From an optimization exercise on the open Yosys and OpenROAD flow, aimed at small area, a short achievable clock period and few clock cycles per item; shortcuts taken in it are not production practice. At most, simulation tests tie the RTL to the original design; equivalence was not proved. The flow treats the clock pin as an ideal source. Dropping or thinning the clock tree relies on that and would not hold on a real chip. Power figures rest on the tool's default switching activity, not on a simulated workload.

==> module apostolico_crochemore_matcher_core, before the edit <==
module apostolico_crochemore_matcher_core (
    input  logic             aclk,
    input  logic             aresetn,
    input  logic             s_valid,
    output logic             s_ready,
    input  logic             s_cmd,
    input  logic [7:0]       s_data,
    input  logic             s_last,
    output logic             m_valid,
    input  logic             m_ready,
    output logic             m_found,
    output logic [acm_pkg::POS_W-1:0] m_position
);
    localparam int N     = acm_pkg::MAX_PATTERN;    
    localparam int AW    = acm_pkg::ADDR_W;         
    localparam int IW    = acm_pkg::IDX_W;          
    localparam int POS_W = acm_pkg::POS_W;
    logic             sv, scmd, slast;      
    logic [7:0]       sdata;
    logic             iv, icmd, ilast;      
    logic [7:0]       idata;
    logic             acc, hold, rdy;
    assign acc = s_valid && rdy;
    always_ff @(posedge aclk) begin
        if (!hold) begin
            idata <= sv ? sdata : s_data;
            icmd  <= sv ? scmd  : s_cmd;
            ilast <= sv ? slast : s_last;
        end else if (!sv) begin
            sdata <= s_data;
            scmd  <= s_cmd;
            slast <= s_last;
        end
    end
    always_ff @(posedge aclk) begin
        if (!aresetn) begin
            iv  <= 1'b0;
            sv  <= 1'b0;
            rdy <= 1'b1;
        end else if (!hold) begin
            iv  <= sv || acc;
            sv  <= 1'b0;
            rdy <= 1'b1;
        end else begin
            sv  <= sv || acc;
            rdy <= !(sv || acc);
        end
    end
    logic             loading, have, restart;
    logic [IW-1:0]    kcnt;         
    logic [IW-1:0]    wc;           
    logic [POS_W-1:0] pc;           
    logic [AW-1:0]    h, hl;        
    logic             rv, ov, r_stall;
    logic [IW-1:0]    idx;
    logic             pat_go, txt_go, scan, wr, counted;
    logic [IW-1:0]    kcnt_new;
    assign r_stall = rv && ov && !m_ready;
    assign idx     = loading ? kcnt : '0;
    assign hold    = iv && (icmd ? r_stall : (loading && !kcnt[IW-1] && hl != '0));
    assign pat_go  = iv && !icmd && !hold;
    assign txt_go  = iv && icmd && !hold;
    assign scan    = txt_go && have;
    assign wr      = pat_go && !idx[IW-1];
    assign kcnt_new = idx[IW-1] ? idx : idx + IW'(1);
    assign counted  = (wc[IW-1:1] == '0);
    always_ff @(posedge aclk) begin
        if (!aresetn) begin
            loading <= 1'b0;
            have    <= 1'b0;
            kcnt    <= '0;
            h       <= '0;
            hl      <= '0;
        end else begin
            h  <= (wr && idx == '0) ? '0 : h + AW'(1);
            hl <= wr ? '0 : hl + AW'(1);
            if (pat_go) begin
                loading <= !ilast;
                kcnt    <= kcnt_new;
                have    <= ilast;
            end
        end
    end
    always_ff @(posedge aclk) begin
        if (pat_go && ilast) begin
            wc      <= kcnt_new;
            restart <= 1'b1;
        end else if (scan) begin
            if (counted) begin
                pc <= restart ? '0 : pc + POS_W'(1);
            end
            if (ilast) begin
                wc      <= kcnt;
                restart <= 1'b1;
            end else if (counted) begin
                restart <= 1'b0;
            end else begin
                wc <= wc - IW'(1);
            end
        end
    end
    logic [7:0] ring [N];
    always_ff @(posedge aclk) begin
        ring[0] <= wr ? idata : ring[N-1];
        for (int s = 1; s < N; s++) ring[s] <= ring[s-1];
    end
    logic [N-1:0] g, first, lastp;
    genvar gs;
    generate
        for (gs = 0; gs < N; gs++) begin : g_slot
            logic eq;
            assign eq        = (ring[gs] == idata);
            assign first[gs] = (h == AW'(gs));
            assign lastp[gs] = (hl == AW'((gs + 1) % N));
            always_ff @(posedge aclk) begin
                if (scan) begin
                    g[gs] <= (first[gs] || g[gs]) && eq;
                end else begin
                    g[gs] <= g[(gs + N - 1) % N];
                end
            end
        end
    endgenerate
    logic             rfirst, rf_hold, rfound, rcnt;
    logic             o_take;
    logic [POS_W:0]   od;
    assign rfound = rfirst ? (rcnt && |(g & lastp)) : rf_hold;
    assign o_take = !ov || m_ready;
    always_ff @(posedge aclk) begin
        if (!aresetn) begin
            rv <= 1'b0;
            ov <= 1'b0;
        end else begin
            if (txt_go) begin
                rv <= 1'b1;
            end else if (o_take) begin
                rv <= 1'b0;
            end
            if (o_take) begin
                ov <= rv;
            end
        end
    end
    always_ff @(posedge aclk) begin
        rfirst  <= txt_go;
        rf_hold <= rfound;
        if (txt_go) begin
            rcnt  <= have && counted;
        end
        if (o_take) begin
            od <= {rfound, rcnt ? pc : POS_W'(0)};
        end
    end
    assign s_ready    = rdy;
    assign m_valid    = ov;
    assign m_found    = od[POS_W];
    assign m_position = od[POS_W-1:0];
endmodule
==> flow/config.mk <==
export PLATFORM = sky130hd
export DESIGN_NAME = apostolico_crochemore_matcher_core
export DESIGN_NICKNAME = apostolico_crochemore_matcher_core
export VERILOG_FILES = /design/flow/design.v
export SDC_FILE = /design/flow/constraint.sdc
export NUM_CORES = 4
export LEC_CHECK = 0
export CAP_MARGIN = 20
export CORE_MARGIN = 2
export CORE_UTILIZATION = 70
export SLEW_MARGIN = 20
==> flow/constraint.sdc <==
create_clock -name core_clock -period 8.0 [get_ports {aclk}]
set_input_delay 1.6000 -clock core_clock [delete_from_list [all_inputs] [get_ports {aclk}]]
set_output_delay 1.6000 -clock core_clock [all_outputs]
set_load 0.01 [all_outputs]
standard.sh (not shown) runs the stock make flow with config.mk's settings and CLKGATE_MAP_FILE= SYNTH_SCRIPT=/design/flow/synth_recipe.tcl, a recipe that flattens the netlist after the stock synthesis.
==> flow/flow/run.sh <==
#!/bin/bash
set -euo pipefail
bash standard.sh SETUP_SLACK_MARGIN=5.3 "CTS_ARGS=-sink_clustering_enable -repair_clock_nets -sink_clustering_size 30 -sink_clustering_max_diameter 80 -buf_list sky130_fd_sc_hd__clkbuf_16 -dont_use_dummy_load" finish > flow_standard.log 2>&1
The first run produced a clean layout.
Testbench counts at the start, summed over its fixed seeds: cycles 28,267, text beats 26,169.
Next try:
--- a/flow/design.v
+++ b/flow/design.v
@@ -77,9 +77,9 @@
             sv  <= sv || acc;
             rdy <= !(sv || acc);
         end
     end
-    logic             loading, have, restart;
+    logic             loading, have, fresh, restart;
     logic [IW-1:0]    kcnt;         
     logic [IW-1:0]    wc;           
     logic [POS_W-1:0] pc;           
     logic [AW-1:0]    h, hl;        
@@ -99,8 +99,9 @@
     always_ff @(posedge aclk) begin
         if (!aresetn) begin
             loading <= 1'b0;
             have    <= 1'b0;
+            fresh   <= 1'b1;
             kcnt    <= '0;
             h       <= '0;
             hl      <= '0;
         end else begin
@@ -109,8 +110,11 @@
             if (pat_go) begin
                 loading <= !ilast;
                 kcnt    <= kcnt_new;
                 have    <= ilast;
+                fresh   <= 1'b1;
+            end else if (scan) begin
+                fresh   <= ilast;
             end
         end
     end
     always_ff @(posedge aclk) begin
@@ -145,19 +149,19 @@
             assign first[gs] = (h == AW'(gs));
             assign lastp[gs] = (hl == AW'((gs + 1) % N));
             always_ff @(posedge aclk) begin
                 if (scan) begin
-                    g[gs] <= (first[gs] || g[gs]) && eq;
+                    g[gs] <= (first[gs] || (g[gs] && !fresh)) && eq;
                 end else begin
                     g[gs] <= g[(gs + N - 1) % N];
                 end
             end
         end
     endgenerate
-    logic             rfirst, rf_hold, rfound, rcnt;
+    logic             rhave, rfirst, rf_hold, rfound, rcnt;
     logic             o_take;
     logic [POS_W:0]   od;
-    assign rfound = rfirst ? (rcnt && |(g & lastp)) : rf_hold;
+    assign rfound = rfirst ? (rhave && |(g & lastp)) : rf_hold;
     assign o_take = !ov || m_ready;
     always_ff @(posedge aclk) begin
         if (!aresetn) begin
             rv <= 1'b0;
@@ -176,8 +180,9 @@
     always_ff @(posedge aclk) begin
         rfirst  <= txt_go;
         rf_hold <= rfound;
         if (txt_go) begin
+            rhave <= have;
             rcnt  <= have && counted;
         end
         if (o_take) begin
             od <= {rfound, rcnt ? pc : POS_W'(0)};
What happened: Cell count grows by about 2.8%. Via count grows by 2.1%. Final area grows by about 1.1%. Non-clock buffer count grows by 4. First-iteration DRC count grows by about 1.3%. Critical path depth stays the same. Utilization grows by 0.26 points. Synthesized area grows by 1.3%. Setup slack improved by 0.019 ns. Total power grows by 4.3%. Die area grows by about 1.3%. Sequential share of layout area shrinks by 0.40 points. Worst hold slack improved by 0.0097 ns.
Testbench counts after the change, summed over its fixed seeds: cycles 28,267, text beats 26,169.

========
## job 102
The RTL this note starts from:
==> flow/design.v <==
`timescale 1ns / 1ps
package acm_pkg;
    localparam int MAX_PATTERN = 64;
    localparam int ADDR_W      = $clog2(MAX_PATTERN);
    localparam int IDX_W       = $clog2(MAX_PATTERN + 1);
    localparam int POS_W       = 16;
    typedef enum logic {
        CMD_PATTERN = 1'b0,
        CMD_TEXT    = 1'b1
    } cmd_t;
endpackage
`timescale 1ns / 1ps
module acm_ram #(
    parameter int WIDTH = 8,
    parameter int DEPTH = 64
) (
    input  logic                     aclk,
    input  logic                     we,
    input  logic [$clog2(DEPTH)-1:0] waddr,
    input  logic [WIDTH-1:0]         wdata,
    input  logic [$clog2(DEPTH)-1:0] raddr,
    output logic [WIDTH-1:0]         rdata
);
    logic [WIDTH-1:0] mem [DEPTH];
    always_ff @(posedge aclk) begin
        if (we) begin
            mem[waddr] <= wdata;
        end
        rdata <= mem[raddr];
    end
endmodule
`timescale 1ns / 1ps
module apostolico_crochemore_matcher_core (
    input  logic             aclk,
    input  logic             aresetn,
    input  logic             s_valid,
    output logic             s_ready,
    input  logic             s_cmd,
    input  logic [7:0]       s_data,
    input  logic             s_last,
    output logic             m_valid,
    input  logic             m_ready,
    output logic             m_found,
    output logic [acm_pkg::POS_W-1:0] m_position
);
    localparam int N     = acm_pkg::MAX_PATTERN;    
    localparam int AW    = acm_pkg::ADDR_W;         
    localparam int IW    = acm_pkg::IDX_W;          
    localparam int POS_W = acm_pkg::POS_W;
    logic             sv, scmd, slast;      
    logic [7:0]       sdata;
    logic             iv, icmd, ilast;      
    logic [7:0]       idata;
    logic             acc, hold, rdy;
    assign acc = s_valid && rdy;
    always_ff @(posedge aclk) begin
        if (!hold) begin
            idata <= sv ? sdata : s_data;
            icmd  <= sv ? scmd  : s_cmd;
            ilast <= sv ? slast : s_last;
        end else if (!sv) begin
            sdata <= s_data;
            scmd  <= s_cmd;
            slast <= s_last;
        end
    end
    always_ff @(posedge aclk) begin
        if (!aresetn) begin
            iv  <= 1'b0;
            sv  <= 1'b0;
            rdy <= 1'b1;
        end else if (!hold) begin
            iv  <= sv || acc;
            sv  <= 1'b0;
            rdy <= 1'b1;
        end else begin
            sv  <= sv || acc;
            rdy <= !(sv || acc);
        end
    end
    logic             loading, have, restart;
    logic [IW-1:0]    kcnt;         
    logic [IW-1:0]    wc;           
    logic [POS_W-1:0] pc;           
    logic [AW-1:0]    h, hl;        
    logic             rv, ov, r_stall;
    logic [IW-1:0]    idx;
    logic             pat_go, txt_go, scan, wr, counted;
    logic [IW-1:0]    kcnt_new;
    assign r_stall = rv && ov && !m_ready;
    assign idx     = loading ? kcnt : '0;
    assign hold    = iv && (icmd ? r_stall : (loading && !kcnt[IW-1] && hl != '0));
    assign pat_go  = iv && !icmd && !hold;
    assign txt_go  = iv && icmd && !hold;
    assign scan    = txt_go && have;
    assign wr      = pat_go && !idx[IW-1];
    assign kcnt_new = idx[IW-1] ? idx : idx + IW'(1);
    assign counted  = (wc[IW-1:1] == '0);
    always_ff @(posedge aclk) begin
        if (!aresetn) begin
            loading <= 1'b0;
            have    <= 1'b0;
            kcnt    <= '0;
            h       <= '0;
            hl      <= '0;
        end else begin
            h  <= (wr && idx == '0) ? '0 : h + AW'(1);
            hl <= wr ? '0 : hl + AW'(1);
            if (pat_go) begin
                loading <= !ilast;
                kcnt    <= kcnt_new;
                have    <= ilast;
            end
        end
    end
    always_ff @(posedge aclk) begin
        if (pat_go && ilast) begin
            wc      <= kcnt_new;
            restart <= 1'b1;
        end else if (scan) begin
            if (counted) begin
                pc <= restart ? '0 : pc + POS_W'(1);
            end
            if (ilast) begin
                wc      <= kcnt;
                restart <= 1'b1;
            end else if (counted) begin
                restart <= 1'b0;
            end else begin
                wc <= wc - IW'(1);
            end
        end
    end
    logic [7:0] ring [N];
    always_ff @(posedge aclk) begin
        ring[0] <= wr ? idata : ring[N-1];
        for (int s = 1; s < N; s++) ring[s] <= ring[s-1];
    end
    logic [N-1:0] g, first, lastp;
    genvar gs;
    generate
        for (gs = 0; gs < N; gs++) begin : g_slot
            logic eq;
            assign eq        = (ring[gs] == idata);
            assign first[gs] = (h == AW'(gs));
            assign lastp[gs] = (hl == AW'((gs + 1) % N));
            always_ff @(posedge aclk) begin
                if (scan) begin
                    g[gs] <= (first[gs] || g[gs]) && eq;
                end else begin
                    g[gs] <= g[(gs + N - 1) % N];
                end
            end
        end
    endgenerate
    logic             rfirst, rf_hold, rfound, rcnt;
    logic             o_take;
    logic [POS_W:0]   od;
    assign rfound = rfirst ? (rcnt && |(g & lastp)) : rf_hold;
    assign o_take = !ov || m_ready;
    always_ff @(posedge aclk) begin
        if (!aresetn) begin
            rv <= 1'b0;
            ov <= 1'b0;
        end else begin
            if (txt_go) begin
                rv <= 1'b1;
            end else if (o_take) begin
                rv <= 1'b0;
            end
            if (o_take) begin
                ov <= rv;
            end
        end
    end
    always_ff @(posedge aclk) begin
        rfirst  <= txt_go;
        rf_hold <= rfound;
        if (txt_go) begin
            rcnt  <= have && counted;
        end
        if (o_take) begin
            od <= {rfound, rcnt ? pc : POS_W'(0)};
        end
    end
    assign s_ready    = rdy;
    assign m_valid    = ov;
    assign m_found    = od[POS_W];
    assign m_position = od[POS_W-1:0];
endmodule
export LEC_CHECK = 0
export CAP_MARGIN = 20
export CORE_MARGIN = 2
export CORE_UTILIZATION = 70
export SLEW_MARGIN = 20
create_clock -name core_clock -period 8.0 [get_ports {aclk}]
==> flow/flow/run.sh <==
#!/bin/bash
set -euo pipefail
export FLOW_CLOCK_PORT=aclk
bash standard.sh SETUP_SLACK_MARGIN=5.5 \
  "CTS_ARGS=-sink_clustering_enable -repair_clock_nets -sink_clustering_size 20 -sink_clustering_max_diameter 60 -buf_list sky130_fd_sc_hd__clkbuf_8 -dont_use_dummy_load" \
  "PRE_CTS_TCL=$PWD/flow/cts_hook.tcl" \
  finish > flow_standard.log 2>&1
==> flow/flow/cts_hook.tcl <==
rename clock_tree_synthesis my_orig_clock_tree_synthesis
proc clock_tree_synthesis { args } {
  my_orig_clock_tree_synthesis {*}$args
  set block [ord::get_db_block]
  set port_net [$block findNet $::env(FLOW_CLOCK_PORT)]
  set root ""
  foreach it [$port_net getITerms] {
    if { [$it getIoType] eq "INPUT" } {
      if { $root ne "" } { puts "cts_hook: clock port has more than one load, left as is"; return }
      set root [$it getInst]
    }
  }
  if { $root eq "" } { puts "cts_hook: no root buffer found"; return }
  set root_net [[$root findITerm X] getNet]
  set loads {}
  foreach it [$root_net getITerms] {
    if { [$it getInst] != $root } { lappend loads $it }
  }
  if { [llength $loads] > 4 } { puts "cts_hook: root buffer has [llength $loads] loads, left as is"; return }
  foreach it $loads { $it disconnect; $it connect $port_net }
  [$root findITerm A] disconnect
  [$root findITerm X] disconnect
  puts "cts_hook: removed [$root getName]; clock port now drives [llength $loads] buffers"
  odb::dbInst_destroy $root
  odb::dbNet_destroy $root_net
}
Both conditions hold for job 102: the flow ran to the end and the final layout passed the timing, DRC and antenna checks.
Testbench counts of job 102, summed over its fixed seeds: cycles 28,267, text beats 26,169.
What job 103 does differently from job 102 at the input level:
==> flow/design.v, changed modules only <==
module apostolico_crochemore_matcher_core (
    input  logic             aclk,
    input  logic             aresetn,
    input  logic             s_valid,
    output logic             s_ready,
    input  logic             s_cmd,
    input  logic [7:0]       s_data,
    input  logic             s_last,
    output logic             m_valid,
    input  logic             m_ready,
    output logic             m_found,
    output logic [acm_pkg::POS_W-1:0] m_position
);
    localparam int N     = acm_pkg::MAX_PATTERN;    
    localparam int AW    = acm_pkg::ADDR_W;         
    localparam int IW    = acm_pkg::IDX_W;          
    localparam int POS_W = acm_pkg::POS_W;
    logic             sv, scmd, slast;      
    logic [7:0]       sdata;
    logic             iv, icmd, ilast;      
    logic [7:0]       idata;
    logic             acc, hold, rdy;
    assign acc = s_valid && rdy;
    always_ff @(posedge aclk) begin
        if (!hold) begin
            idata <= sv ? sdata : s_data;
            icmd  <= sv ? scmd  : s_cmd;
            ilast <= sv ? slast : s_last;
        end else if (!sv) begin
            sdata <= s_data;
            scmd  <= s_cmd;
            slast <= s_last;
        end
    end
    always_ff @(posedge aclk) begin
        if (!aresetn) begin
            iv  <= 1'b0;
            sv  <= 1'b0;
            rdy <= 1'b1;
        end else if (!hold) begin
            iv  <= sv || acc;
            sv  <= 1'b0;
            rdy <= 1'b1;
        end else begin
            sv  <= sv || acc;
            rdy <= !(sv || acc);
        end
    end
    logic             loading, have, restart, pwait, counted;
    logic [IW-1:0]    kcnt;         
    logic [IW-1:0]    wc;           
    logic [POS_W-1:0] pc;           
    logic [AW-1:0]    h, hl;        
    logic             rv, ov, r_stall;
    logic [IW-1:0]    idx;
    logic             pat_go, txt_go, scan, wr;
    logic [IW-1:0]    kcnt_new, wc_n;
    logic             loading_n;
    logic [IW-1:0]    kcnt_n;
    logic [AW-1:0]    hl_n;
    assign r_stall = rv && ov && !m_ready;
    assign idx     = loading ? kcnt : '0;
    assign hold    = iv && (icmd ? r_stall : pwait);
    assign pat_go  = iv && !icmd && !hold;
    assign txt_go  = iv && icmd && !hold;
    assign scan    = txt_go && have;
    assign wr      = pat_go && !idx[IW-1];
    assign kcnt_new = idx[IW-1] ? idx : idx + IW'(1);
    assign loading_n = pat_go ? !ilast : loading;
    assign kcnt_n    = pat_go ? kcnt_new : kcnt;
    assign hl_n      = wr ? '0 : hl + AW'(1);
    always_ff @(posedge aclk) begin
        if (!aresetn) begin
            loading <= 1'b0;
            have    <= 1'b0;
            pwait   <= 1'b0;
            kcnt    <= '0;
            h       <= '0;
            hl      <= '0;
        end else begin
            loading <= loading_n;
            kcnt    <= kcnt_n;
            h       <= (wr && idx == '0) ? '0 : h + AW'(1);
            hl      <= hl_n;
            pwait   <= loading_n && !kcnt_n[IW-1] && hl_n != '0;
            if (pat_go) begin
                have <= ilast;
            end
        end
    end
    always_comb begin
        wc_n = wc;
        if (pat_go && ilast) begin
            wc_n = kcnt_new;
        end else if (scan) begin
            if (ilast) begin
                wc_n = kcnt;
            end else if (!counted) begin
                wc_n = wc - IW'(1);
            end
        end
    end
    always_ff @(posedge aclk) begin
        wc      <= wc_n;
        counted <= (wc_n[IW-1:1] == '0);
        if (pat_go && ilast) begin
            restart <= 1'b1;
        end else if (scan) begin
            if (counted) begin
                pc <= restart ? '0 : pc + POS_W'(1);
            end
            if (ilast) begin
                restart <= 1'b1;
            end else if (counted) begin
                restart <= 1'b0;
            end
        end
    end
    logic [7:0] ring [N];
    always_ff @(posedge aclk) begin
        ring[0] <= wr ? idata : ring[N-1];
        for (int s = 1; s < N; s++) ring[s] <= ring[s-1];
    end
    logic [N-1:0] g, first, lastp;
    genvar gs;
    generate
        for (gs = 0; gs < N; gs++) begin : g_slot
            logic eq;
            assign eq        = (ring[gs] == idata);
            assign first[gs] = (h == AW'(gs));
            assign lastp[gs] = (hl == AW'((gs + 1) % N));
            always_ff @(posedge aclk) begin
                if (scan) begin
                    g[gs] <= (first[gs] || g[gs]) && eq;
                end else begin
                    g[gs] <= g[(gs + N - 1) % N];
                end
            end
        end
    endgenerate
    logic             rfirst, rf_hold, rfound, rcnt;
    logic             o_take;
    logic [POS_W:0]   od;
    assign rfound = rfirst ? (rcnt && |(g & lastp)) : rf_hold;
    assign o_take = !ov || m_ready;
    always_ff @(posedge aclk) begin
        if (!aresetn) begin
            rv <= 1'b0;
            ov <= 1'b0;
        end else begin
            if (txt_go) begin
                rv <= 1'b1;
            end else if (o_take) begin
                rv <= 1'b0;
            end
            if (o_take) begin
                ov <= rv;
            end
        end
    end
    always_ff @(posedge aclk) begin
        rfirst  <= txt_go;
        rf_hold <= rfound;
        if (txt_go) begin
            rcnt  <= have && counted;
        end
        if (o_take) begin
            od <= {rfound, rcnt ? pc : POS_W'(0)};
        end
    end
    assign s_ready    = rdy;
    assign m_valid    = ov;
    assign m_found    = od[POS_W];
    assign m_position = od[POS_W-1:0];
endmodule
==> comparison <==
Job 103: full flow OK, the timing, DRC and antenna checks passed. Job 102 has a higher worst hold slack than job 103. [job 103] buffer share of cell area rose 0.19 points relative to job 102. On power share of the combinational group, job 102 and job 103 are neck and neck. In the flow results for job 102 and job 103, the utilization is larger on job 103. Compared with job 102, the detailed router inserted more vias in job 103. Number of flip-flops and latches up about 0.3% in job 103 wrt job 102. Number of global-route vias before repair, job 102 and job 103: lower on job 102.
Only the layout flow was run in job 103; the RTL was not checked for function there.

afterwards: timing with drivers on the ports:
In the flow no input, the clock included, has a driving cell. The finished layouts below were timed again as built, in two steps. Step 1 (the two cells are an assumption about what drives the block):
set clk [get_ports {aclk}]
set_driving_cell -lib_cell sky130_fd_sc_hd__clkbuf_16 $clk
set_driving_cell -lib_cell sky130_fd_sc_hd__buf_2 [delete_from_list [all_inputs] $clk]
Step 2 moves the port delays by t, midway between the first and last clock arrival at a register: inputs arrive t later, outputs are due t later. That takes back most of the time a late clock gives input paths. a / b / c = ideal / step 1 / step 2; a / b = the first two.
| run | t (ns) | setup WS [ns] | clock arrival spread, ns | worst data-port slew with drivers (ns) |
|---|---|---|---|---|
| the first run of note 1 | 0.633 | 5.262 / 5.207 / 4.862 | 0.039 / 0.039 | 0.04 |
| the second run of note 1 | 0.627 | 5.281 / 5.225 / 4.892 | 0.039 / 0.039 | 0.04 |
| job 102 | 0.487 | 5.441 / 5.352 / 5.046 | 0.048 / 0.048 | 0.04 |
| job 103 | 0.484 | 5.259 / 5.305 / 4.822 | 0.052 / 0.051 | 0.04 |
After both steps setup and hold are still met in every run listed. The setup slack of job 103, which loses most, moves by +0.046 ns with the drivers and by -0.437 ns with both steps.
